What follows belongs to an exercise in optimizing a design on an open flow for a short achievable clock period and few clock cycles per item; a production flow would make more cautious choices.
Function was checked by simulation only, so behaviour that the tests miss may differ from the original.

==> flow/design.v, too long to show whole: its modules and the start of the top module <==
// module mna_ctrl: 51 lines
// module mna_dp: 383 lines
// module mna_add: 30 lines
// module mna_heap_num_l1: 1235 lines
// module mna_heap_num_l2: 417 lines
// module mna_heap_den_l1: 494 lines
// module mna_heap_den_l2: 370 lines
// module mixed_number_adder: 52 lines
module mixed_number_adder #(
  parameter int unsigned FIELD_WIDTH = 16
) (
  input  logic                               clk_i,
  input  logic                               rst_ni,
  input  logic                               in_valid_i,
  output logic                               in_ready_o,
  input  logic signed [FIELD_WIDTH-1:0]      whole_a_i,
  input  logic signed [FIELD_WIDTH-1:0]      num_a_i,
  input  logic signed [FIELD_WIDTH-1:0]      den_a_i,
  input  logic signed [FIELD_WIDTH-1:0]      whole_b_i,
  input  logic signed [FIELD_WIDTH-1:0]      num_b_i,
  input  logic signed [FIELD_WIDTH-1:0]      den_b_i,
  output logic                               out_valid_o,
  input  logic                               out_ready_i,
  output logic signed [mna_pkg::WHOLE_W-1:0] whole_sum_o,
  output logic signed [mna_pkg::NUM_W-1:0]   num_sum_o,
  output logic signed [mna_pkg::DEN_W-1:0]   den_sum_o,
  output logic                               div_error_o
);
  // ...
==> flow/run.sh <==
#!/bin/bash
# synth_recipe.tcl (not shown) runs the flow's synth.tcl, then flattens the netlist and writes it again
# the make line also repeats each setting of config.mk as NAME=value (left out here)
make -C /OpenROAD-flow-scripts/flow DESIGN_CONFIG=/design/flow/config.mk WORK_HOME=/design/flow/orfs CLKGATE_MAP_FILE= SYNTH_SCRIPT=/design/flow/synth_recipe.tcl finish
==> flow/config.mk <==
export PLATFORM = sky130hd
export DESIGN_NAME = mixed_number_adder
export DESIGN_NICKNAME = mixed_number_adder
export VERILOG_FILES = /design/flow/design.v
export SDC_FILE = /design/flow/constraint.sdc
export NUM_CORES = 4
export LEC_CHECK = 0
export CAP_MARGIN = 20
export CORE_MARGIN = 2
export CORE_UTILIZATION = 40
export SLEW_MARGIN = 20
==> flow/constraint.sdc <==
create_clock -name core_clock -period 10.0 [get_ports {clk_i}]
set_input_delay 2.0000 -clock core_clock [delete_from_list [all_inputs] [get_ports {clk_i}]]
set_output_delay 2.0000 -clock core_clock [all_outputs]
set_load 0.01 [all_outputs]
==> impl_metrics.yaml, run 1 <==
place:
  preCtsSetupSlack_ns: 1.84
  portBuffers: 199
  dp_hpwl_um: 845000
clock_tree:
  numCtsBuffers: 1292
  cts_buffer_depth: 6
floorplanning:
  row_count: 436
final_layout:
  final_common_cell: "edfxtp_1"
  clkbuf_count: 1540
  final_area_um2: 629000
  multi_input_area_share_pct: 35.8
  design.seq.count: 10900
setup_path:
  timing.reg2reg.setup_slack_ns: 2.07
  path_max_fanout: 22
status:
  status: "finished clean"
sta:
  worst_slew_margin_rel_pct: 18.1
  finalHoldViolations: 0
  tightestPinTransition_ns: 1.23
synthesis:
  synth.most_common_cell: "edfxtp_1"
  syn_nets: 47900
  netlist_area_um2: 565000
  ys_ff_latch: 10900
  yosys.area_share.adder_pct: 10.7
  synthArstFlopShare_pct: 0.524
drt:
  firstDrtPassIters: 6
  vias_per_cell: 5.13
global_routing:
  grt.total_usage_pct: 16.5
  grt_pass1_vias: 337000
Testbench counts, summed over its fixed seeds: cycles 3,640, items 3,200.
==> module mna_ctrl, before the edit <==
module mna_ctrl (
  input  logic                       clk_i,
  input  logic                       rst_ni,
  output logic                       en_o,
  output logic                       in_ready_o,
  input  logic                       res_valid_i,
  input  logic [mna_pkg::RES_W-1:0]  res_i,
  output logic                       out_valid_o,
  input  logic                       out_ready_i,
  output logic [mna_pkg::RES_W-1:0]  out_o
);
  logic                      en_q, en_d;
  logic                      hv_q, hv_d, sv_q, sv_d;
  logic [mna_pkg::RES_W-1:0] hd_q, sd_q;
  logic                      incoming, head_free;
  assign incoming  = res_valid_i && en_q;
  assign head_free = !hv_q || out_ready_i;
  always_comb begin
    if (head_free) begin
      hv_d = sv_q || incoming;
      sv_d = sv_q && incoming;
    end else begin
      hv_d = 1'b1;
      sv_d = sv_q || incoming;
    end
  end
  assign en_d = !(hv_d && sv_d);
  always_ff @(posedge clk_i or negedge rst_ni) begin
    if (!rst_ni) begin
      en_q <= 1'b1;
      hv_q <= 1'b0;
      sv_q <= 1'b0;
    end else begin
      en_q <= en_d;
      hv_q <= hv_d;
      sv_q <= sv_d;
    end
  end
  always_ff @(posedge clk_i) begin
    if (head_free) begin
      hd_q <= sv_q ? sd_q : res_i;
    end
    if ((head_free && sv_q) || (!head_free && !sv_q)) begin
      sd_q <= res_i;
    end
  end
  assign en_o        = en_q;
  assign in_ready_o  = en_q;
  assign out_valid_o = hv_q;
  assign out_o       = hd_q;
endmodule
==> module mna_dp, before the edit <==
module mna_dp #(
  parameter int unsigned FIELD_WIDTH = 16
) (
  input  logic                                 clk_i,
  input  logic                                 rst_ni,
  input  logic                                 en_i,
  input  logic                                 in_valid_i,
  input  logic signed [FIELD_WIDTH-1:0]        whole_a_i,
  input  logic signed [FIELD_WIDTH-1:0]        num_a_i,
  input  logic signed [FIELD_WIDTH-1:0]        den_a_i,
  input  logic signed [FIELD_WIDTH-1:0]        whole_b_i,
  input  logic signed [FIELD_WIDTH-1:0]        num_b_i,
  input  logic signed [FIELD_WIDTH-1:0]        den_b_i,
  output logic                                 res_valid_o,
  output logic [mna_pkg::RES_W-1:0]            res_o
);
  localparam int unsigned NG  = mna_pkg::GCD_STAGES;
  localparam int unsigned NDV = 32;   
  localparam int unsigned NH  = mna_pkg::HEN_STAGES;
  localparam int unsigned HW  = 31;   
  logic        r0_v;
  logic [15:0] r0_wa, r0_na, r0_da, r0_wb, r0_nb, r0_db;
  always_ff @(posedge clk_i or negedge rst_ni) begin
    if (!rst_ni) r0_v <= 1'b0;
    else if (en_i) r0_v <= in_valid_i;
  end
  always_ff @(posedge clk_i) begin
    if (en_i) begin
      r0_wa <= whole_a_i;
      r0_na <= num_a_i;
      r0_da <= den_a_i;
      r0_wb <= whole_b_i;
      r0_nb <= num_b_i;
      r0_db <= den_b_i;
    end
  end
  logic [mna_pkg::HEAPN_W-1:0] hn_d, m1_hn;
  logic [mna_pkg::HEAPD_W-1:0] hd_d, m1_hd;
  logic [16:0] wsum_d, m1_wsum;
  logic        m1_v, m1_err;
  mna_heap_num_l1 u_hn1 (.na_i(r0_na), .db_i(r0_db), .nb_i(r0_nb), .da_i(r0_da), .heap_o(hn_d));
  mna_heap_den_l1 u_hd1 (.da_i(r0_da), .db_i(r0_db), .heap_o(hd_d));
  mna_add #(.W(17)) u_wsum (
    .a_i({r0_wa[15], r0_wa}), .b_i({r0_wb[15], r0_wb}), .c_i(1'b0), .s_o(wsum_d), .co_o()
  );
  always_ff @(posedge clk_i or negedge rst_ni) begin
    if (!rst_ni) m1_v <= 1'b0;
    else if (en_i) m1_v <= r0_v;
  end
  always_ff @(posedge clk_i) begin
    if (en_i) begin
      m1_hn   <= hn_d;
      m1_hd   <= hd_d;
      m1_wsum <= wsum_d;
      m1_err  <= (r0_da == '0) || (r0_db == '0);
    end
  end
  logic [32:0] rna_d, rnb_d, m2_na, m2_nb;
  logic [31:0] rda_d, rdb_d, m2_da, m2_db;
  logic [16:0] m2_wsum;
  logic        m2_v, m2_err;
  mna_heap_num_l2 u_hn2 (.heap_i(m1_hn), .row_a_o(rna_d), .row_b_o(rnb_d));
  mna_heap_den_l2 u_hd2 (.heap_i(m1_hd), .row_a_o(rda_d), .row_b_o(rdb_d));
  always_ff @(posedge clk_i or negedge rst_ni) begin
    if (!rst_ni) m2_v <= 1'b0;
    else if (en_i) m2_v <= m1_v;
  end
  always_ff @(posedge clk_i) begin
    if (en_i) begin
      m2_na   <= rna_d;
      m2_nb   <= rnb_d;
      m2_da   <= rda_d;
      m2_db   <= rdb_d;
      m2_wsum <= m1_wsum;
      m2_err  <= m1_err;
    end
  end
  logic [32:0] n_d, m3_n;
  logic [31:0] d_d, m3_d;
  logic [16:0] m3_wsum;
  logic        m3_v, m3_err;
  mna_add #(.W(33)) u_addn (.a_i(m2_na), .b_i(m2_nb), .c_i(1'b0), .s_o(n_d), .co_o());
  mna_add #(.W(32)) u_addd (.a_i(m2_da), .b_i(m2_db), .c_i(1'b0), .s_o(d_d), .co_o());
  always_ff @(posedge clk_i or negedge rst_ni) begin
    if (!rst_ni) m3_v <= 1'b0;
    else if (en_i) m3_v <= m2_v;
  end
  always_ff @(posedge clk_i) begin
    if (en_i) begin
      m3_n    <= n_d;
      m3_d    <= d_d;
      m3_wsum <= m2_wsum;
      m3_err  <= m2_err;
    end
  end
  logic        p_sn, p_sd, p_nz;
  logic [5:0]  ctz_n;
  logic [4:0]  ctz_d, kc_d;
  logic [32:0] n_sh;
  logic [31:0] d_sh;
  logic [32:0] absn_d;
  logic [31:0] absd_d;
  assign p_sn = m3_n[32];
  assign p_sd = m3_d[31];
  assign p_nz = (m3_n != '0);
  always_comb begin
    ctz_n = 6'd32;
    for (int i = 31; i >= 0; i--) begin
      if (m3_n[i]) ctz_n = 6'(i);
    end
    ctz_d = 5'd31;
    for (int i = 30; i >= 0; i--) begin
      if (m3_d[i]) ctz_d = 5'(i);
    end
  end
  assign kc_d = (p_nz && (ctz_n < {1'b0, ctz_d})) ? ctz_n[4:0] : ctz_d;
  logic [65:0] n_ext;
  logic [63:0] d_ext;
  assign n_ext = {{33{m3_n[32]}}, m3_n} >> ctz_n;
  assign d_ext = {{32{m3_d[31]}}, m3_d} >> ctz_d;
  assign n_sh  = n_ext[32:0];
  assign d_sh  = d_ext[31:0];
  mna_add #(.W(33)) u_absn (
    .a_i(m3_n ^ {33{p_sn}}), .b_i('0), .c_i(p_sn), .s_o(absn_d), .co_o()
  );
  mna_add #(.W(32)) u_absd (
    .a_i(m3_d ^ {32{p_sd}}), .b_i('0), .c_i(p_sd), .s_o(absd_d), .co_o()
  );
  logic        p_v, p_err, pq_sn, pq_sd;
  logic [16:0] p_wsum;
  logic [31:0] p_absn;
  logic [30:0] p_absd;
  logic [4:0]  p_kc;
  logic [31:0] p_s, p_w;
  always_ff @(posedge clk_i or negedge rst_ni) begin
    if (!rst_ni) p_v <= 1'b0;
    else if (en_i) p_v <= m3_v;
  end
  always_ff @(posedge clk_i) begin
    if (en_i) begin
      p_err  <= m3_err;
      p_wsum <= m3_wsum;
      pq_sn  <= p_sn;
      pq_sd  <= p_sd;
      p_absn <= absn_d[31:0];
      p_absd <= absd_d[30:0];
      p_kc   <= kc_d;
      p_s    <= n_sh[31:0];
      p_w    <= d_sh;
    end
  end
  logic [NG+1-1:0][31:0] g_s;
  logic [NG+1-1:0][31:0] g_a;
  logic [NG+1-1:0][31:0] g_b;
  logic [NG+1-1:0] g_sel;
  logic [NG+1-1:0][31:0] v_r;
  logic [NG+1-1:0][31:0] v_x;
  logic [NG+1-1:0][30:0] v_y;
  logic [NG+1-1:0] c_v;
  logic [NG+1-1:0] c_err;
  logic [NG+1-1:0] c_sn;
  logic [NG+1-1:0] c_sd;
  logic [NG+1-1:0][16:0] c_ws;
  assign g_s[0]   = p_s;
  assign g_a[0]   = p_w;
  assign g_b[0]   = p_w;
  assign g_sel[0] = 1'b0;
  assign v_r[0]   = '0;
  assign v_x[0]   = p_absn;
  assign v_y[0]   = p_absd;
  assign c_v[0]   = p_v;
  assign c_err[0] = p_err;
  assign c_sn[0]  = pq_sn;
  assign c_sd[0]  = pq_sd;
  assign c_ws[0]  = p_wsum;
  generate
  for (genvar k = 1; k <= NG; k++) begin : g_stage
    logic [31:0] s, w, ss, opnd, t;
    logic        odd, sub, sel_n;
    assign s = g_s[k-1];
    assign w = g_sel[k-1] ? g_a[k-1] : g_b[k-1];
    always_comb begin
      if (s[0])      ss = s;
      else if (s[1]) ss = {s[31], s[31:1]};
      else if (s[2]) ss = {{2{s[31]}}, s[31:2]};
      else           ss = {{3{s[31]}}, s[31:3]};
    end
    assign odd  = ss[0];
    assign sub  = (ss[31] == w[31]);
    assign opnd = odd ? (w ^ {32{sub}}) : '0;
    mna_add #(.W(32)) u_t (.a_i(ss), .b_i(opnd), .c_i(odd & sub), .s_o(t), .co_o());
    assign sel_n = odd & (t[31] ^ ss[31]);
    logic [31:0] r_n, x_n;
    logic [30:0] y_n;
    if (k == 1) begin : g_dinit
      assign r_n = '0;
      assign x_n = v_x[0] >> p_kc;
      assign y_n = v_y[0] >> p_kc;
    end else if (k <= NDV + 1) begin : g_dstep
      logic [31:0] sh2, dop, rr;
      assign sh2 = {v_r[k-1][30:0], v_x[k-1][31]};
      assign dop = {1'b0, v_y[k-1]} ^ {32{~v_r[k-1][31]}};
      mna_add #(.W(32)) u_r (.a_i(sh2), .b_i(dop), .c_i(~v_r[k-1][31]), .s_o(rr), .co_o());
      assign r_n = rr;
      assign x_n = {v_x[k-1][30:0], ~rr[31]};
      assign y_n = v_y[k-1];
    end else begin : g_dhold
      assign r_n = v_r[k-1];
      assign x_n = v_x[k-1];
      assign y_n = v_y[k-1];
    end
    logic [31:0] q_s, q_a, q_b, q_r, q_x;
    logic [30:0] q_y;
    logic [16:0] q_ws;
    logic        q_sel, q_v, q_err, q_sn, q_sd;
    always_ff @(posedge clk_i or negedge rst_ni) begin
      if (!rst_ni) q_v <= 1'b0;
      else if (en_i) q_v <= c_v[k-1];
    end
    always_ff @(posedge clk_i) begin
      if (en_i) begin
        q_s   <= t;
        q_a   <= ss;
        q_b   <= w;
        q_sel <= sel_n;
        q_r   <= r_n;
        q_x   <= x_n;
        q_y   <= y_n;
        q_ws  <= c_ws[k-1];
        q_err <= c_err[k-1];
        q_sn  <= c_sn[k-1];
        q_sd  <= c_sd[k-1];
      end
    end
    assign g_s[k]   = q_s;
    assign g_a[k]   = q_a;
    assign g_b[k]   = q_b;
    assign g_sel[k] = q_sel;
    assign v_r[k]   = q_r;
    assign v_x[k]   = q_x;
    assign v_y[k]   = q_y;
    assign c_v[k]   = q_v;
    assign c_err[k] = q_err;
    assign c_sn[k]  = q_sn;
    assign c_sd[k]  = q_sd;
    assign c_ws[k]  = q_ws;
  end
  endgenerate
  logic [NH+1-1:0][HW-1:0] h_d;
  logic [NH+1-1:0][HW-1:0] h_rs;
  logic [NH+1-1:0][HW-1:0] h_rc;
  logic [NH+1-1:0][HW-1:0] h_ys;
  logic [NH+1-1:0][HW-1:0] h_yc;
  logic [NH+1-1:0][HW-1:0] h_qr;
  logic [NH+1-1:0][HW-1:0] h_qy;
  logic [NH+1-1:0] h_sw;
  logic [NH+1-1:0][31:0] h_q;
  logic [NH+1-1:0] h_v;
  logic [NH+1-1:0] h_err;
  logic [NH+1-1:0] h_sn;
  logic [NH+1-1:0] h_sd;
  logic [NH+1-1:0][16:0] h_ws;
  logic [31:0] gcd_w;
  assign gcd_w    = g_sel[NG] ? g_a[NG] : g_b[NG];
  assign h_d[0]   = gcd_w[HW-1:0];
  assign h_sw[0]  = gcd_w[31];
  assign h_rs[0]  = v_r[NG][HW-1:0];
  assign h_rc[0]  = v_r[NG][31] ? v_y[NG] : '0;
  assign h_ys[0]  = v_y[NG];
  assign h_yc[0]  = '0;
  assign h_qr[0]  = '0;
  assign h_qy[0]  = '0;
  assign h_q[0]   = v_x[NG];
  assign h_v[0]   = c_v[NG];
  assign h_err[0] = c_err[NG];
  assign h_sn[0]  = c_sn[NG];
  assign h_sd[0]  = c_sd[NG];
  assign h_ws[0]  = c_ws[NG];
  generate
  for (genvar k = 1; k <= NH; k++) begin : h_stage
    localparam int unsigned NB = (k <= 3) ? 5 : 4;
    localparam int unsigned B0 = (k <= 3) ? 5 * (k - 1) : 15 + 4 * (k - 4);
    logic [6*HW-1:0] rs;
    logic [6*HW-1:0] rc;
    logic [6*HW-1:0] ys;
    logic [6*HW-1:0] yc;
    logic [HW-1:0] qr, qy;
    logic [4:0] qrb, qyb;
    if (NB < 5) begin : g_pad
      assign qrb[4] = 1'b0;
      assign qyb[4] = 1'b0;
    end
    assign rs[0 +: HW] = h_rs[k-1];
    assign rc[0 +: HW] = h_rc[k-1];
    assign ys[0 +: HW] = h_ys[k-1];
    assign yc[0 +: HW] = h_yc[k-1];
    assign qr = h_qr[k-1] | (HW'(qrb) << B0);
    assign qy = h_qy[k-1] | (HW'(qyb) << B0);
    for (genvar j = 0; j < NB; j++) begin : h_step
      logic [HW-1:0] ar, ay, xr, xy, mr, my;
      assign qrb[j] = rs[j*HW] ^ rc[j*HW];
      assign qyb[j] = ys[j*HW] ^ yc[j*HW];
      assign ar = qrb[j] ? h_d[k-1] : '0;
      assign ay = qyb[j] ? h_d[k-1] : '0;
      assign xr = rs[j*HW +: HW] ^ rc[j*HW +: HW] ^ ar;
      assign xy = ys[j*HW +: HW] ^ yc[j*HW +: HW] ^ ay;
      assign mr = (rs[j*HW +: HW] & rc[j*HW +: HW]) | (rs[j*HW +: HW] & ar) | (rc[j*HW +: HW] & ar);
      assign my = (ys[j*HW +: HW] & yc[j*HW +: HW]) | (ys[j*HW +: HW] & ay) | (yc[j*HW +: HW] & ay);
      assign rs[(j+1)*HW +: HW] = {1'b0, xr[HW-1:1]};
      assign rc[(j+1)*HW +: HW] = {mr[HW-2:0]};
      assign ys[(j+1)*HW +: HW] = {1'b0, xy[HW-1:1]};
      assign yc[(j+1)*HW +: HW] = {my[HW-2:0]};
    end
    logic [HW-1:0] q_d, q_rs, q_rc, q_ys, q_yc, q_qr, q_qy;
    logic [31:0]   q_q;
    logic [16:0]   q_ws;
    logic          q_sw, q_v, q_err, q_sn, q_sd;
    always_ff @(posedge clk_i or negedge rst_ni) begin
      if (!rst_ni) q_v <= 1'b0;
      else if (en_i) q_v <= h_v[k-1];
    end
    always_ff @(posedge clk_i) begin
      if (en_i) begin
        q_d   <= h_d[k-1];
        q_sw  <= h_sw[k-1];
        q_rs  <= rs[NB*HW +: HW];
        q_rc  <= rc[NB*HW +: HW];
        q_ys  <= ys[NB*HW +: HW];
        q_yc  <= yc[NB*HW +: HW];
        q_qr  <= qr;
        q_qy  <= qy;
        q_q   <= h_q[k-1];
        q_ws  <= h_ws[k-1];
        q_err <= h_err[k-1];
        q_sn  <= h_sn[k-1];
        q_sd  <= h_sd[k-1];
      end
    end
    assign h_d[k]   = q_d;
    assign h_sw[k]  = q_sw;
    assign h_rs[k]  = q_rs;
    assign h_rc[k]  = q_rc;
    assign h_ys[k]  = q_ys;
    assign h_yc[k]  = q_yc;
    assign h_qr[k]  = q_qr;
    assign h_qy[k]  = q_qy;
    assign h_q[k]   = q_q;
    assign h_v[k]   = q_v;
    assign h_err[k] = q_err;
    assign h_sn[k]  = q_sn;
    assign h_sd[k]  = q_sd;
    assign h_ws[k]  = q_ws;
  end
  endgenerate
  logic        neg_n, neg_d, neg_w;
  logic [31:0] num_x, den_x, num_d, den_d;
  logic [32:0] whole_d;
  assign neg_n = ~(h_sn[NH] ^ h_sw[NH]);
  assign neg_d = ~(h_sd[NH] ^ h_sw[NH]);
  assign neg_w = h_sn[NH] ^ h_sd[NH];
  assign num_x = {h_qr[NH][HW-1], h_qr[NH]} ^ {32{neg_n}};
  assign den_x = {h_qy[NH][HW-1], h_qy[NH]} ^ {32{neg_d}};
  mna_add #(.W(32)) u_num (.a_i(num_x), .b_i('0), .c_i(neg_n), .s_o(num_d), .co_o());
  mna_add #(.W(32)) u_den (.a_i(den_x), .b_i('0), .c_i(neg_d), .s_o(den_d), .co_o());
  mna_add #(.W(33)) u_whole (
    .a_i({{16{h_ws[NH][16]}}, h_ws[NH]}), .b_i({1'b0, h_q[NH]} ^ {33{neg_w}}), .c_i(neg_w),
    .s_o(whole_d), .co_o()
  );
  logic        o_v;
  logic [mna_pkg::RES_W-1:0] o_res;
  always_ff @(posedge clk_i or negedge rst_ni) begin
    if (!rst_ni) o_v <= 1'b0;
    else if (en_i) o_v <= h_v[NH];
  end
  always_ff @(posedge clk_i) begin
    if (en_i) begin
      if (h_err[NH]) o_res <= {{(mna_pkg::RES_W-1){1'b0}}, 1'b1};
      else           o_res <= {whole_d, num_d, den_d, 1'b0};
    end
  end
  assign res_valid_o = o_v;
  assign res_o       = o_res;
endmodule
==> inputs of run 2 (changes only) <==
--- a/flow/design.v
+++ b/flow/design.v
@@ -4,7 +4,7 @@
   localparam int unsigned DEN_W   = 32;
   localparam int unsigned RES_W = WHOLE_W + NUM_W + DEN_W + 1;
   localparam int unsigned GCD_STAGES = 41;   
-  localparam int unsigned HEN_STAGES = 7;    
+  localparam int unsigned HEN_STEPS  = 3;    
   localparam int unsigned HEAPN_W = 177;
   localparam int unsigned HEAPD_W = 158;
 endpackage
@@ -55,7 +55,7 @@
     end
   end
   assign en_o        = en_q;
-  assign in_ready_o  = en_q;
+  assign in_ready_o  = !(hv_q && sv_q);
   assign out_valid_o = hv_q;
   assign out_o       = hd_q;
 endmodule
@@ -77,8 +77,9 @@
 );
   localparam int unsigned NG  = mna_pkg::GCD_STAGES;
   localparam int unsigned NDV = 32;   
-  localparam int unsigned NH  = mna_pkg::HEN_STAGES;
   localparam int unsigned HW  = 31;   
+  localparam int unsigned HSTEP = mna_pkg::HEN_STEPS;   
+  localparam int unsigned NH  = (HW + HSTEP - 1) / HSTEP;
   logic        r0_v;
   logic [15:0] r0_wa, r0_na, r0_da, r0_wb, r0_nb, r0_db;
   always_ff @(posedge clk_i or negedge rst_ni) begin
@@ -214,6 +215,7 @@
   logic [NG+1-1:0][31:0] g_a;
   logic [NG+1-1:0][31:0] g_b;
   logic [NG+1-1:0] g_sel;
+  logic [NG+1-1:0] g_sub;
   logic [NG+1-1:0][31:0] v_r;
   logic [NG+1-1:0][31:0] v_x;
   logic [NG+1-1:0][30:0] v_y;
@@ -226,6 +228,7 @@
   assign g_a[0]   = p_w;
   assign g_b[0]   = p_w;
   assign g_sel[0] = 1'b0;
+  assign g_sub[0] = ~(p_s[31] ^ p_w[31]);
   assign v_r[0]   = '0;
   assign v_x[0]   = p_absn;
   assign v_y[0]   = p_absd;
@@ -237,20 +240,21 @@
   generate
   for (genvar k = 1; k <= NG; k++) begin : g_stage
     logic [31:0] s, w, ss, opnd, t;
-    logic        odd, sub, sel_n;
-    assign s = g_s[k-1];
-    assign w = g_sel[k-1] ? g_a[k-1] : g_b[k-1];
+    logic        odd, sub, sel_n, sub_n;
+    assign s   = g_s[k-1];
+    assign w   = g_sel[k-1] ? g_a[k-1] : g_b[k-1];
+    assign sub = g_sub[k-1];
     always_comb begin
       if (s[0])      ss = s;
       else if (s[1]) ss = {s[31], s[31:1]};
       else if (s[2]) ss = {{2{s[31]}}, s[31:2]};
       else           ss = {{3{s[31]}}, s[31:3]};
     end
-    assign odd  = ss[0];
-    assign sub  = (ss[31] == w[31]);
+    assign odd  = |s[3:0];
     assign opnd = odd ? (w ^ {32{sub}}) : '0;
     mna_add #(.W(32)) u_t (.a_i(ss), .b_i(opnd), .c_i(odd & sub), .s_o(t), .co_o());
-    assign sel_n = odd & (t[31] ^ ss[31]);
+    assign sel_n = odd & (t[31] ^ s[31]);
+    assign sub_n = ~sel_n & ~(t[31] ^ w[31]);
     logic [31:0] r_n, x_n;
     logic [30:0] y_n;
     if (k == 1) begin : g_dinit
@@ -273,7 +277,7 @@
     logic [31:0] q_s, q_a, q_b, q_r, q_x;
     logic [30:0] q_y;
     logic [16:0] q_ws;
-    logic        q_sel, q_v, q_err, q_sn, q_sd;
+    logic        q_sel, q_sub, q_v, q_err, q_sn, q_sd;
     always_ff @(posedge clk_i or negedge rst_ni) begin
       if (!rst_ni) q_v <= 1'b0;
       else if (en_i) q_v <= c_v[k-1];
@@ -284,6 +288,7 @@
         q_a   <= ss;
         q_b   <= w;
         q_sel <= sel_n;
+        q_sub <= sub_n;
         q_r   <= r_n;
         q_x   <= x_n;
         q_y   <= y_n;
@@ -297,6 +302,7 @@
     assign g_a[k]   = q_a;
     assign g_b[k]   = q_b;
     assign g_sel[k] = q_sel;
+    assign g_sub[k] = q_sub;
     assign v_r[k]   = q_r;
     assign v_x[k]   = q_x;
     assign v_y[k]   = q_y;
@@ -307,140 +313,126 @@
     assign c_ws[k]  = q_ws;
   end
   endgenerate
-  logic [NH+1-1:0][HW-1:0] h_d;
-  logic [NH+1-1:0][HW-1:0] h_rs;
-  logic [NH+1-1:0][HW-1:0] h_rc;
-  logic [NH+1-1:0][HW-1:0] h_ys;
-  logic [NH+1-1:0][HW-1:0] h_yc;
-  logic [NH+1-1:0][HW-1:0] h_qr;
-  logic [NH+1-1:0][HW-1:0] h_qy;
-  logic [NH+1-1:0] h_sw;
-  logic [NH+1-1:0][31:0] h_q;
-  logic [NH+1-1:0] h_v;
-  logic [NH+1-1:0] h_err;
-  logic [NH+1-1:0] h_sn;
-  logic [NH+1-1:0] h_sd;
-  logic [NH+1-1:0][16:0] h_ws;
   logic [31:0] gcd_w;
-  assign gcd_w    = g_sel[NG] ? g_a[NG] : g_b[NG];
-  assign h_d[0]   = gcd_w[HW-1:0];
-  assign h_sw[0]  = gcd_w[31];
-  assign h_rs[0]  = v_r[NG][HW-1:0];
-  assign h_rc[0]  = v_r[NG][31] ? v_y[NG] : '0;
-  assign h_ys[0]  = v_y[NG];
+  logic [HW-1:0] d_pos, d_neg;
+  logic        fl_n, fl_d, neg_w;
+  logic [32:0] whole_d;
+  assign gcd_w = g_sel[NG] ? g_a[NG] : g_b[NG];
+  assign d_pos = gcd_w[HW-1:0];
+  assign d_neg = {~gcd_w[HW-1:1], 1'b1};
+  assign fl_n  = c_sn[NG] ^ gcd_w[31];
+  assign fl_d  = c_sd[NG] ^ gcd_w[31];
+  assign neg_w = c_sn[NG] ^ c_sd[NG];
+  mna_add #(.W(33)) u_whole (
+    .a_i({{16{c_ws[NG][16]}}, c_ws[NG]}), .b_i({1'b0, v_x[NG]} ^ {33{neg_w}}), .c_i(neg_w),
+    .s_o(whole_d), .co_o()
+  );
+  logic          h0_v, h0_err;
+  logic [HW-1:0] h0_dr, h0_dy, h0_rs, h0_rc, h0_ys;
+  logic [32:0]   h0_whole;
+  always_ff @(posedge clk_i or negedge rst_ni) begin
+    if (!rst_ni) h0_v <= 1'b0;
+    else if (en_i) h0_v <= c_v[NG];
+  end
+  always_ff @(posedge clk_i) begin
+    if (en_i) begin
+      h0_err   <= c_err[NG];
+      h0_whole <= whole_d;
+      h0_dr    <= fl_n ? d_pos : d_neg;
+      h0_dy    <= fl_d ? d_pos : d_neg;
+      h0_rs    <= v_r[NG][HW-1:0];
+      h0_rc    <= v_r[NG][31] ? v_y[NG] : '0;
+      h0_ys    <= v_y[NG];
+    end
+  end
+  logic [NH:0][HW-1:0] h_dr;
+  logic [NH:0][HW-1:0] h_dy;
+  logic [NH:0][HW-1:0] h_rs;
+  logic [NH:0][HW-1:0] h_rc;
+  logic [NH:0][HW-1:0] h_ys;
+  logic [NH:0][HW-1:0] h_yc;
+  logic [NH:0][HW-1:0] h_qr;
+  logic [NH:0][HW-1:0] h_qy;
+  logic [NH:0]         h_v;
+  logic [NH:0]         h_err;
+  logic [NH:0][32:0]   h_wh;
+  assign h_dr[0]  = h0_dr;
+  assign h_dy[0]  = h0_dy;
+  assign h_rs[0]  = h0_rs;
+  assign h_rc[0]  = h0_rc;
+  assign h_ys[0]  = h0_ys;
   assign h_yc[0]  = '0;
   assign h_qr[0]  = '0;
   assign h_qy[0]  = '0;
-  assign h_q[0]   = v_x[NG];
-  assign h_v[0]   = c_v[NG];
-  assign h_err[0] = c_err[NG];
-  assign h_sn[0]  = c_sn[NG];
-  assign h_sd[0]  = c_sd[NG];
-  assign h_ws[0]  = c_ws[NG];
+  assign h_v[0]   = h0_v;
+  assign h_err[0] = h0_err;
+  assign h_wh[0]  = h0_whole;
   generate
   for (genvar k = 1; k <= NH; k++) begin : h_stage
-    localparam int unsigned NB = (k <= 3) ? 5 : 4;
-    localparam int unsigned B0 = (k <= 3) ? 5 * (k - 1) : 15 + 4 * (k - 4);
-    logic [6*HW-1:0] rs;
-    logic [6*HW-1:0] rc;
-    logic [6*HW-1:0] ys;
-    logic [6*HW-1:0] yc;
-    logic [HW-1:0] qr, qy;
-    logic [4:0] qrb, qyb;
-    if (NB < 5) begin : g_pad
-      assign qrb[4] = 1'b0;
-      assign qyb[4] = 1'b0;
-    end
+    localparam int unsigned B0 = (k - 1) * HSTEP;
+    localparam int unsigned NB = (k * HSTEP <= HW) ? HSTEP : HW - (k - 1) * HSTEP;
+    logic [(HSTEP+1)*HW-1:0] rs, rc, ys, yc;
+    logic [HW-1:0] qr, qy, dr, dy;
+    logic [HSTEP-1:0] qrb, qyb;
+    assign dr = h_dr[k-1];
+    assign dy = h_dy[k-1];
     assign rs[0 +: HW] = h_rs[k-1];
     assign rc[0 +: HW] = h_rc[k-1];
     assign ys[0 +: HW] = h_ys[k-1];
     assign yc[0 +: HW] = h_yc[k-1];
-    assign qr = h_qr[k-1] | (HW'(qrb) << B0);
-    assign qy = h_qy[k-1] | (HW'(qyb) << B0);
+    assign qr = h_qr[k-1] | (HW'(qrb[NB-1:0]) << B0);
+    assign qy = h_qy[k-1] | (HW'(qyb[NB-1:0]) << B0);
     for (genvar j = 0; j < NB; j++) begin : h_step
-      logic [HW-1:0] ar, ay, xr, xy, mr, my;
-      assign qrb[j] = rs[j*HW] ^ rc[j*HW];
-      assign qyb[j] = ys[j*HW] ^ yc[j*HW];
-      assign ar = qrb[j] ? h_d[k-1] : '0;
-      assign ay = qyb[j] ? h_d[k-1] : '0;
-      assign xr = rs[j*HW +: HW] ^ rc[j*HW +: HW] ^ ar;
-      assign xy = ys[j*HW +: HW] ^ yc[j*HW +: HW] ^ ay;
-      assign mr = (rs[j*HW +: HW] & rc[j*HW +: HW]) | (rs[j*HW +: HW] & ar) | (rc[j*HW +: HW] & ar);
-      assign my = (ys[j*HW +: HW] & yc[j*HW +: HW]) | (ys[j*HW +: HW] & ay) | (yc[j*HW +: HW] & ay);
-      assign rs[(j+1)*HW +: HW] = {1'b0, xr[HW-1:1]};
-      assign rc[(j+1)*HW +: HW] = {mr[HW-2:0]};
-      assign ys[(j+1)*HW +: HW] = {1'b0, xy[HW-1:1]};
-      assign yc[(j+1)*HW +: HW] = {my[HW-2:0]};
-    end
-    logic [HW-1:0] q_d, q_rs, q_rc, q_ys, q_yc, q_qr, q_qy;
-    logic [31:0]   q_q;
-    logic [16:0]   q_ws;
-    logic          q_sw, q_v, q_err, q_sn, q_sd;
+      mna_hstep #(.W(HW)) u_r (
+        .s_i(rs[j*HW +: HW]), .c_i(rc[j*HW +: HW]), .d_i(dr),
+        .s_o(rs[(j+1)*HW +: HW]), .c_o(rc[(j+1)*HW +: HW]), .q_o(qrb[j])
+      );
+      mna_hstep #(.W(HW)) u_y (
+        .s_i(ys[j*HW +: HW]), .c_i(yc[j*HW +: HW]), .d_i(dy),
+        .s_o(ys[(j+1)*HW +: HW]), .c_o(yc[(j+1)*HW +: HW]), .q_o(qyb[j])
+      );
+    end
+    for (genvar j = NB; j < HSTEP; j++) begin : h_pad
+      assign qrb[j] = 1'b0;
+      assign qyb[j] = 1'b0;
+    end
+    logic [HW-1:0] q_dr, q_dy, q_rs, q_rc, q_ys, q_yc, q_qr, q_qy;
+    logic [32:0]   q_wh;
+    logic          q_v, q_err;
     always_ff @(posedge clk_i or negedge rst_ni) begin
       if (!rst_ni) q_v <= 1'b0;
       else if (en_i) q_v <= h_v[k-1];
     end
     always_ff @(posedge clk_i) begin
       if (en_i) begin
-        q_d   <= h_d[k-1];
-        q_sw  <= h_sw[k-1];
+        q_dr  <= dr;
+        q_dy  <= dy;
         q_rs  <= rs[NB*HW +: HW];
         q_rc  <= rc[NB*HW +: HW];
         q_ys  <= ys[NB*HW +: HW];
         q_yc  <= yc[NB*HW +: HW];
         q_qr  <= qr;
         q_qy  <= qy;
-        q_q   <= h_q[k-1];
-        q_ws  <= h_ws[k-1];
+        q_wh  <= h_wh[k-1];
         q_err <= h_err[k-1];
-        q_sn  <= h_sn[k-1];
-        q_sd  <= h_sd[k-1];
       end
     end
-    assign h_d[k]   = q_d;
-    assign h_sw[k]  = q_sw;
+    assign h_dr[k]  = q_dr;
+    assign h_dy[k]  = q_dy;
     assign h_rs[k]  = q_rs;
     assign h_rc[k]  = q_rc;
     assign h_ys[k]  = q_ys;
     assign h_yc[k]  = q_yc;
     assign h_qr[k]  = q_qr;
     assign h_qy[k]  = q_qy;
-    assign h_q[k]   = q_q;
     assign h_v[k]   = q_v;
     assign h_err[k] = q_err;
-    assign h_sn[k]  = q_sn;
-    assign h_sd[k]  = q_sd;
-    assign h_ws[k]  = q_ws;
+    assign h_wh[k]  = q_wh;
   end
   endgenerate
-  logic        neg_n, neg_d, neg_w;
-  logic [31:0] num_x, den_x, num_d, den_d;
-  logic [32:0] whole_d;
-  assign neg_n = ~(h_sn[NH] ^ h_sw[NH]);
-  assign neg_d = ~(h_sd[NH] ^ h_sw[NH]);
-  assign neg_w = h_sn[NH] ^ h_sd[NH];
-  assign num_x = {h_qr[NH][HW-1], h_qr[NH]} ^ {32{neg_n}};
-  assign den_x = {h_qy[NH][HW-1], h_qy[NH]} ^ {32{neg_d}};
-  mna_add #(.W(32)) u_num (.a_i(num_x), .b_i('0), .c_i(neg_n), .s_o(num_d), .co_o());
-  mna_add #(.W(32)) u_den (.a_i(den_x), .b_i('0), .c_i(neg_d), .s_o(den_d), .co_o());
-  mna_add #(.W(33)) u_whole (
-    .a_i({{16{h_ws[NH][16]}}, h_ws[NH]}), .b_i({1'b0, h_q[NH]} ^ {33{neg_w}}), .c_i(neg_w),
-    .s_o(whole_d), .co_o()
-  );
-  logic        o_v;
-  logic [mna_pkg::RES_W-1:0] o_res;
-  always_ff @(posedge clk_i or negedge rst_ni) begin
-    if (!rst_ni) o_v <= 1'b0;
-    else if (en_i) o_v <= h_v[NH];
-  end
-  always_ff @(posedge clk_i) begin
-    if (en_i) begin
-      if (h_err[NH]) o_res <= {{(mna_pkg::RES_W-1){1'b0}}, 1'b1};
-      else           o_res <= {whole_d, num_d, den_d, 1'b0};
-    end
-  end
-  assign res_valid_o = o_v;
-  assign res_o       = o_res;
+  assign res_valid_o = h_v[NH];
+  assign res_o = h_err[NH] ? {{(mna_pkg::RES_W-1){1'b0}}, 1'b1}
+                           : {h_wh[NH], h_qr[NH][HW-1], h_qr[NH], h_qy[NH][HW-1], h_qy[NH], 1'b0};
 endmodule
 module mna_add #(
   parameter int unsigned W = 32
@@ -472,6 +464,27 @@
   assign s_o  = (a_i ^ b_i) ^ g[LV][W-1:0];
   assign co_o = g[LV][W];
 endmodule
+module mna_hstep #(
+  parameter int unsigned W = 31
+) (
+  input  logic [W-1:0] s_i,
+  input  logic [W-1:0] c_i,
+  input  logic [W-1:0] d_i,
+  output logic [W-1:0] s_o,
+  output logic [W-1:0] c_o,
+  output logic         q_o
+);
+  logic [W-1:0] x0, x1, m0, m1, x, m;
+  assign q_o = s_i[0] ^ c_i[0];
+  assign x0  = s_i ^ c_i;
+  assign x1  = s_i ^ c_i ^ d_i;
+  assign m0  = s_i & c_i;
+  assign m1  = (s_i & c_i) | ((s_i | c_i) & d_i);
+  assign x   = q_o ? x1 : x0;
+  assign m   = q_o ? m1 : m0;
+  assign s_o = {1'b0, x[W-1:1]};
+  assign c_o = {1'b0, m[W-2:0]};
+endmodule
 module mna_heap_num_l1 (
   input  logic [15:0] na_i,
   input  logic [15:0] db_i,
==> flow/flow/run.sh (new file) <==
#!/bin/bash
# The standard layout (standard.sh: the standard synthesis and ORFS flow, unchanged),
# with ORFS's timing repair asked to leave a setup margin of 5.7 ns on the 10 ns clock,
# so that repair works on every path longer than about 4.3 ns. make's output goes to
# flow_make.log; ORFS writes each step's log under orfs/logs/.
set -o pipefail
bash standard.sh SETUP_SLACK_MARGIN=5.7 finish > flow_make.log 2>&1
status=$?
tail -n 40 flow_make.log
exit $status
==> flow/standard.sh (new file) <==
#!/bin/bash
# synth_recipe.tcl (not shown) runs the flow's synth.tcl, then flattens the netlist and writes it again
# the make line also repeats each setting of config.mk as NAME=value (left out here)
make -C /OpenROAD-flow-scripts/flow DESIGN_CONFIG=/design/flow/config.mk WORK_HOME=/design/flow/orfs CLKGATE_MAP_FILE= SYNTH_SCRIPT=/design/flow/synth_recipe.tcl "${@:-finish}"
--- a/flow/config.mk
+++ b/flow/config.mk
@@ -7,5 +7,6 @@
 export LEC_CHECK = 0
 export CAP_MARGIN = 20
 export CORE_MARGIN = 2
-export CORE_UTILIZATION = 40
+export CORE_UTILIZATION = 50
+export SETUP_SLACK_MARGIN = 5
 export SLEW_MARGIN = 20
removed: flow/run.sh
==> run 2 against run 1 <==
Compared with the run above:
- die area decreased by 11%
- final cell count up 9.0%
- critical endpoint is now u_dp.g_stage[31].q_sub
- final area is 16% higher
- worst hold slack better by 0.0051 ns
- utilization grew 14 points
==> impl_metrics.yaml, run 2 <==
place:
  dp_hpwl_um: 989000
  gp_congestion: 0.862
  dpl.cell_count: 65100
  dpl-instance-area_um2: 649000
  portBuffers: 199
sta:
  finalHoldViolations: 0
  worst_slew_margin_rel_pct: 21.6
  fmax_ghz: 0.207
  rsz0062_at_grt: "true"
  slew_viol_final: 0
  worst_hold_slack_ns: 0.365
  skew_ns: 0.115
  finalCriticalPeriod_ns: 4.84
  post-route-period-util_pct: 48.4
  tightestPinTransition_ns: 1.18
  setup_viol: 0
  fin_tns_setup_ns: 0
clock_tree:
  root_buffer: "clkbuf_16"
  clkSinkCount: 11600
  cts_buffer_depth: 6
  numCtsBuffers: 1355
  clkTransAtPathRegs_ns: 0.06
  cts_tree: "built"
  htree_levels: 7
  clk_latency_ns: 1.34
synthesis:
  synth_edf_count: 11500
  netlist_area_um2: 629000
  synth.most_common_cell: "edfxtp_1"
  synth_largest_area_cell: "edfxtp_1"
  yosys_warnings: 2
  synthArstFlopShare_pct: 0.527
  ys.flop_type: "edfxtp_1"
  syn_nets: 54800
  yosys-top-cells-area: "edfxtp_1, ha_1, mux2_2"
  synth.yosys.seq_area_share_pct: 55.2
  synth_top_area_share_pct: 55.0
  avgSynthCellArea_um2: 12.7
  yosys.cell_types.count: 108
  ys_ff_latch: 11600
  syn_inst: 49600
  synth_common_cells: "edfxtp_1, nor2_1, nand2_1"
setup_path:
  crit_buf_inv: 3
  worstPathArrival_ns: 5.95
  required_ns: 11.10
  path_max_fanout: 7
  path_cells: "buf_12 > nor4_4 > buf_12 > clkinvlp_4 > nand2_2 > fa_2 > nor2b_2 > o31a_1 > o311ai_4 > a21oi_2 > o31ai_2 > nand2b_1 > a41o_1 > o31a_4 > a211oi_4 > o21ai_2 > a21oi_4 > mux2_2 > o22a_1 > mux2i_1"
  max_stage_delay_ns: 0.43
  cp-end-kind: "register"
  worstSetupPathType: "reg2reg"
  cp_common_cell: "buf_12"
  startpoint_type: "register"
  crit_family: "compound AO/OA/AOI/OAI gates"
  cp_slowest_cell: "edfxtp_1"
global_routing:
  grt_max_degree: 222
  grt.total_usage_pct: 22.3
  overflow: 0
  grt_antenna_before_repair: 43
  grt_pass1_vias: 383000
  grt_pass1_wl_um: 2240000
drt:
  drc: 0
  drtIter0Drc: 29400
  routed_wl_um: 1480000
  routedWlPerCell_um: 21.2
  vias: 388000
  ant_nets: 0
  firstDrtPassIters: 9
  vias_per_cell: 5.57
min_path:
  hold_path_class: "reg2reg"
floorplanning:
  dieWidth_um: 1130
  ioPinCount: 200
  initial_core_util_pct: 50.2
  row_count: 411
  dieHeight_um: 1130
  die-area_um2: 1270000
  core-area_um2: 1250000
final_layout:
  fin_nets: 57200
  final_cell_mix: "edfxtp_1, nor2_1, nand2_1, ha_1, mux2_2"
  drive_gt1_share_pct: 18.8
  reg_top3: "u_dp.g_stage.q_a: 1312 flops, u_dp.g_stage.q_b: 1312 flops, u_dp.g_stage.q_x: 1312 flops"
  final_area_um2: 730000
  area_delta_synth_final_pct: 16.2
  instances_no_fill: 69700
  final_common_cell: "edfxtp_1"
status:
  status: "finished clean"
flow_run:
  cap_viol_max_count: 0
run 2: changes by cell type in the layout (fill, tap and decap cells not counted), sizes merged, moves of 695 or more:
cell    previous run  this run
ha              2431      3651
xnor2           3849      2744
nor3b             42      1213
nand2           2535      3907
mux2            1545      3129
edfxtp         10811     11506
buf              532      2521
run 2: cell type report:
cell class / instances / area (µm²)
diodes: 89 / 223
clock buffers: 1655 / 35500
clock inverters: 656 / 5680
fillers: 99300 / 522000
inverters: 2290 / 8740
multi-input cells: 33700 / 278000
flip-flops and latches: 11600 / 347000
well taps: 16700 / 20900
repair buffers: 2974 / 34000
repair inverters: 1 / 5.00
run 2: logic make-up (layout without fill, tap and decap cells):
kind of cell	after synthesis	in the layout	share of synthesized area, %
buffers and inverters	4254	7576	2.55
multiplexers	4563	4563	7.98
AND/OR/NAND/NOR	12100	12100	9.15
other	0	89	0
AO/OA/AOI/OAI	8302	8302	7.99
adder cells (fa/ha/maj)	5178	5178	12.1
flip-flops	11600	11600	55.2
XOR/XNOR	3576	3576	4.99
run 2: path summary, 6_finish.rpt:
kind,from,to,slack (ns),cells after the start
setup / recovery,u_dp.g_stage[30].q_s[2],u_dp.g_stage[31].q_sub,5.16,20
hold / removal,u_dp.g_stage[21].q_err,u_dp.g_stage[22].q_err,0.36,0
setup reg to reg,u_dp.g_stage[30].q_s[2],u_dp.g_stage[31].q_sub,5.16,20
hold reg to reg,u_dp.g_stage[21].q_err,u_dp.g_stage[22].q_err,0.36,0
max in group asynchronous,rst_ni,u_ctrl.sv_q,8.55,2
min in group asynchronous,rst_ni,u_dp.g_stage[2].q_v,0.87,2
run 2: routing by layer:
layer	up-vias	global-route usage [%]	part of all wire, %
li1	184000	-	-
met1	193000	30.5	44
met2	8575	37.5	48
met3	2556	2.28	4.2
met4	4	7.50	3.7
met5	-	0	0.0018
run 2: timing repair:
| action | in CTS | in global routing |
|---|---|---|
| hold buffers | 0 | 0 |
| cloned | 185 | 65 |
| setup buffers | 1127 | 841 |
| resized for setup | 2312 | 1859 |
| pin swaps | 860 | 1287 |
| setup endpoints to repair | 1402 | 559 |
| endpoints found under the hold margin | 0 | 0 |
run 2: per-stage QoR:
| stage | util, % | setup WS [ns] |
|---|---|---|
| finish | 58.3 | 5.16 |
| CTS | 57.0 | 4.96 |
| detailed placement | 51.8 | 3.77 |
| floorplan | - | -58.41 |
| global placement | 51.8 | 3.69 |
| global route | 58.3 | 4.94 |
run 2: worst reg2reg max path: stages, from the launching register on:
cell and delay, ns:
edfxtp_1 0.43, buf_12 0.17, nor4_4 0.38, buf_12 0.16
clkinvlp_4 0.13, nand2_2 0.11, fa_2 0.24, nor2b_2 0.05
o31a_1 0.32, o311ai_4 0.31, a21oi_2 0.12, o31ai_2 0.21
nand2b_1 0.10, a41o_1 0.22, o31a_4 0.39, a211oi_4 0.28
o21ai_2 0.11, a21oi_4 0.25, mux2_2 0.37, o22a_1 0.19
mux2i_1 0.13
Testbench counts of run 2, summed over its fixed seeds: cycles 3,672, items 3,200.

## what the ideal ports hide
The results above use ideal ports. As a check the final layouts listed here were re-extracted and re-timed, cells and wires unchanged.
Step 1, drivers: a clkbuf_16 drives clk_i and a buf_2 each remaining input, both assumed.
Step 2 times the ports against the registers' clock, not the clock port: input delays grow and output delays shrink by t, the midpoint of the rising clock arrivals with the driver on.
a / b / c = ideal / step 1 / step 2; a / b = the first two.
run | t, ns | setup slack, ns | clock arrival spread, ns
run 1 | 1.392 | 2.071 / 2.071 / 2.071 | 0.144 / 0.144
run 2 | 1.433 | 5.158 / 5.158 / 5.158 | 0.152 / 0.152
After both steps setup and hold are still met in every run listed.
